From an optimization exercise on the open Yosys and OpenROAD flow, aimed at small area and a short achievable clock period; shortcuts taken in it are not production practice.
Where RTL was checked, it was by simulation tests only, not by an equivalence proof against the original.
Power figures rest on the tool's default switching activity, not on a simulated workload.

==> flow/design.v (excerpt) <==
module sid_synth_top #(
    parameter  int NUM_VOICES = 4,
    parameter  int SAMPLE_DIV = 256,
    localparam int MIX_W      = synth_pkg::REG_W + 2
) (
    input  wire logic             clk,
    input  wire logic             rst_n,
    input  wire logic             spi_clk,
    input  wire logic             spi_cs_n,
    input  wire logic             spi_mosi,
    output logic      [MIX_W-1:0] sample,
    output logic                  sample_valid
);
==> flow/config.mk <==
export PLATFORM = sky130hd
export DESIGN_NAME = sid_synth_top
export DESIGN_NICKNAME = sid_synth_top
export VERILOG_FILES = /design/flow/design.v
export SDC_FILE = /design/flow/constraint.sdc
export NUM_CORES = 4
export LEC_CHECK = 0
export ABC_AREA = 1
export CAP_MARGIN = 20
export CORE_MARGIN = 2
export CORE_UTILIZATION = 40
export CTS_CLUSTER_DIAMETER = 90
export CTS_CLUSTER_SIZE = 25
export SETUP_SLACK_MARGIN = 4.2
export SLEW_MARGIN = 20
==> flow/constraint.sdc <==
create_clock -name core_clock -period 7.0 [get_ports {clk}]
set_input_delay 1.4000 -clock core_clock [delete_from_list [all_inputs] [get_ports {clk}]]
set_output_delay 1.4000 -clock core_clock [all_outputs]
set_load 0.01 [all_outputs]
run.sh (not shown) runs the stock make flow with config.mk's settings and CLKGATE_MAP_FILE= SYNTH_SCRIPT=/design/flow/synth_recipe.tcl, a recipe that flattens the netlist after the stock synthesis.
The baseline finished clean.
Edit:
SETUP_SLACK_MARGIN = 3.8   (was 4.2)
Outcome: Hold slack is better by 26 ps. Non-clock buffer count goes down by 91. Sequential share of layout area rose by 1.8 points. Synthesized area stays the same.
Edit:
ABC_AREA = not set   (was 1)
SETUP_SLACK_MARGIN = 3.0   (was 3.8)
=> The new run went through all stages and came out clean; combinational power goes down by a few percent; wire length goes down by a few percent; die area went down slightly; critical path depth decreases by 4; sequential cell count stays the same; first-iteration DRC count came out lower by about a fifth; non-clock buffer count falls by 68; worst setup slack is worse by 480 ps.

========
sid_synth_top, a different RTL version from the one above (not shown whole).
Size in the first run: about 3000 cells after synthesis, about 16 I/O pins, roughly 29000 µm² of cells after synthesis.
make LEC_CHECK=0 CAP_MARGIN=20 CORE_MARGIN=2 CORE_UTILIZATION=40 SETUP_SLACK_MARGIN=3.0 SLEW_MARGIN=20 finish   # period 7.0 ns
Edit:
--- a/flow/config.mk
+++ b/flow/config.mk
@@ -11 +10,0 @@
-export SETUP_SLACK_MARGIN = 3.0
What happened:
- area after synthesis does not change
- via count came out lower slightly
- power came out higher slightly
- sequential share of layout area came out higher by 0.92 points
- wire length came out lower by a few percent
- design area came out lower by a few percent
- core utilization came out lower by 1.4 points
- hold slack barely changes
- synthesized cell count is unchanged
- worst setup slack loses 0.80 ns

========
harbor:
sid_synth_top, a different RTL version from the one above (not shown whole).
For scale: about 450 flip-flops.
// sid_synth_top
module sid_synth_top #(
    parameter  int NUM_VOICES = 4,
    parameter  int SAMPLE_DIV = 256,
    localparam int MIX_W      = synth_pkg::REG_W + 2
) (
    input  wire logic             clk,
    input  wire logic             rst_n,
    input  wire logic             spi_clk,
    input  wire logic             spi_cs_n,
    input  wire logic             spi_mosi,
    output logic      [MIX_W-1:0] sample,
    output logic                  sample_valid
);
    logic [NUM_VOICES-1:0][15:0] freq, freq_n;
    logic [NUM_VOICES-1:0][7:0]  pw, pw_n, attack, sustain, level;
    logic [NUM_VOICES-1:0][3:0]  wave, wave_n;
    logic                        is254, step_en, at_tick, pass2, freq_busy;
    spi_voice_regs #(
        .NUM_VOICES (NUM_VOICES)
    ) u_regs (
        .clk      (clk),
        .rst_n    (rst_n),
        .spi_clk  (spi_clk),
        .spi_cs_n (spi_cs_n),
        .spi_mosi (spi_mosi),
        .freq_busy(freq_busy),
        .freq     (freq),
        .freq_n   (freq_n),
        .pw       (pw),
        .pw_n     (pw_n),
        .attack   (attack),
        .sustain  (sustain),
        .wave     (wave),
        .wave_n   (wave_n)
    );
    for (genvar v = 0; v < NUM_VOICES; v++) begin : g_voice
        sid_voice u_voice (
            .clk     (clk),
            .rst_n   (rst_n),
            .is254   (is254),
            .step_en (step_en),
            .at_tick (at_tick),
            .pass2   (pass2),
            .freq    (freq[v]),
            .freq_n  (freq_n[v]),
            .pw_n    (pw_n[v]),
            .attack  (attack[v]),
            .sustain (sustain[v]),
            .wave    (wave[v]),
            .wave_n  (wave_n[v]),
            .m       (level[v])
        );
    end
    voice_mixer #(
  ...
Settings: LEC_CHECK=0, CAP_MARGIN=20, CORE_MARGIN=2, CORE_UTILIZATION=55, CTS_CLUSTER_DIAMETER=80, CTS_CLUSTER_SIZE=20, SETUP_SLACK_MARGIN=3.0, SLEW_MARGIN=20; clock period 7.0 ns.
Having completed the whole flow, harbor delivered a layout that passed the timing, DRC and antenna checks.
## Diff of input files: yarrow against harbor
Settings: CORE_UTILIZATION changed from 55 to 40; CTS_CLUSTER_DIAMETER changed from 80 to 90; CTS_CLUSTER_SIZE changed from 20 to 25.
Findings:
Re fraction of met2 tracks used by global routing: harbor was higher than yarrow.
From harbor to yarrow the numbers moved as follows: wire length fell about 4%; pin slew with the least headroom to its limit rose 26 ps; placer congestion estimate fell about 6%.
yarrow: power share of the clock group is 0.7 points lower than what harbor reported.
In yarrow, wire length per cell is lower than in harbor.
Wire length of the first global-routing pass: harbor and yarrow compared, lower one is yarrow
Between harbor and yarrow, the reg2reg setup slack does not differ in any meaningful way.
On non-clock buffer count: between harbor and yarrow, it ends up higher for harbor.
Input-level comparison between delta and yarrow:
Settings: changing CTS_CLUSTER_SIZE from 25 to 30; changing CTS_CLUSTER_DIAMETER from 90 to 100.
==> run notes <==
Compared with yarrow, delta shows a sum of met3 wire segment lengths after detailed routing that is 7.8% higher. Summary of delta over yarrow: clock latency reported for the late side of the worst-skew pair decreased by 20 ps relative to the old numbers; cell area decreased by about 0.6% relative to the old numbers; fraction of power consumed by sequential logic increased by 2.8 points relative to the old numbers; count of vias placed by the detailed router closely matched the old numbers. The total iterations of the first detailed-routing run of delta exceeds that of yarrow by 2. Between delta and yarrow, total power is higher for yarrow, delta comes in under that. The proportion of power drawn by combinational gates was comparable across delta and yarrow. delta against yarrow: utilization decreased by 0.25 points relative to the old numbers; non-clock buffer count went up about 1.5%.
No functional check of the RTL was part of any run of this note.

what the ideal ports hide:
The flow's constraints put no driver on any port. The routed layouts listed below were extracted and timed again, unchanged, in two steps.
Step 1 sets driving cells, clkbuf_16 on the clock port and buf_2 on the other inputs (assumed; they add their load-dependent delay and slew).
Step 2 adds t to the input delays and takes it off the output delays; t is the mean of the earliest and latest rising clock arrival at the registers after step 1. Input paths then give back, and output paths get back, about the clock's delay inside the block.
Three values: ideal ports, drivers, drivers and shift; two values: the first two.
run | t, ns | setup WS [ns] | worst setup path after step 2 | worst slew at a driven data input, ns
the first run of note 1 | 0.662 | 3.643 / 3.643 / 3.643 | register to register | 0.05
the second run of note 1 | 0.657 | 3.668 / 3.668 / 3.668 | register to register | 0.05
the third run of note 1 | 0.656 | 3.187 / 3.187 / 3.187 | register to register | 0.06
the first run of note 2 | 0.645 | 3.037 / 3.037 / 3.037 | register to register | 0.05
the second run of note 2 | 0.682 | 2.238 / 2.238 / 2.238 | register to register | 0.05
harbor | 0.692 | 3.148 / 3.148 / 3.148 | register to register | 0.06
yarrow | 0.660 | 3.152 / 3.152 / 3.152 | register to register | 0.05
delta | 0.639 | 3.146 / 3.146 / 3.146 | register to register | 0.05
After both steps every run listed still meets setup and hold.
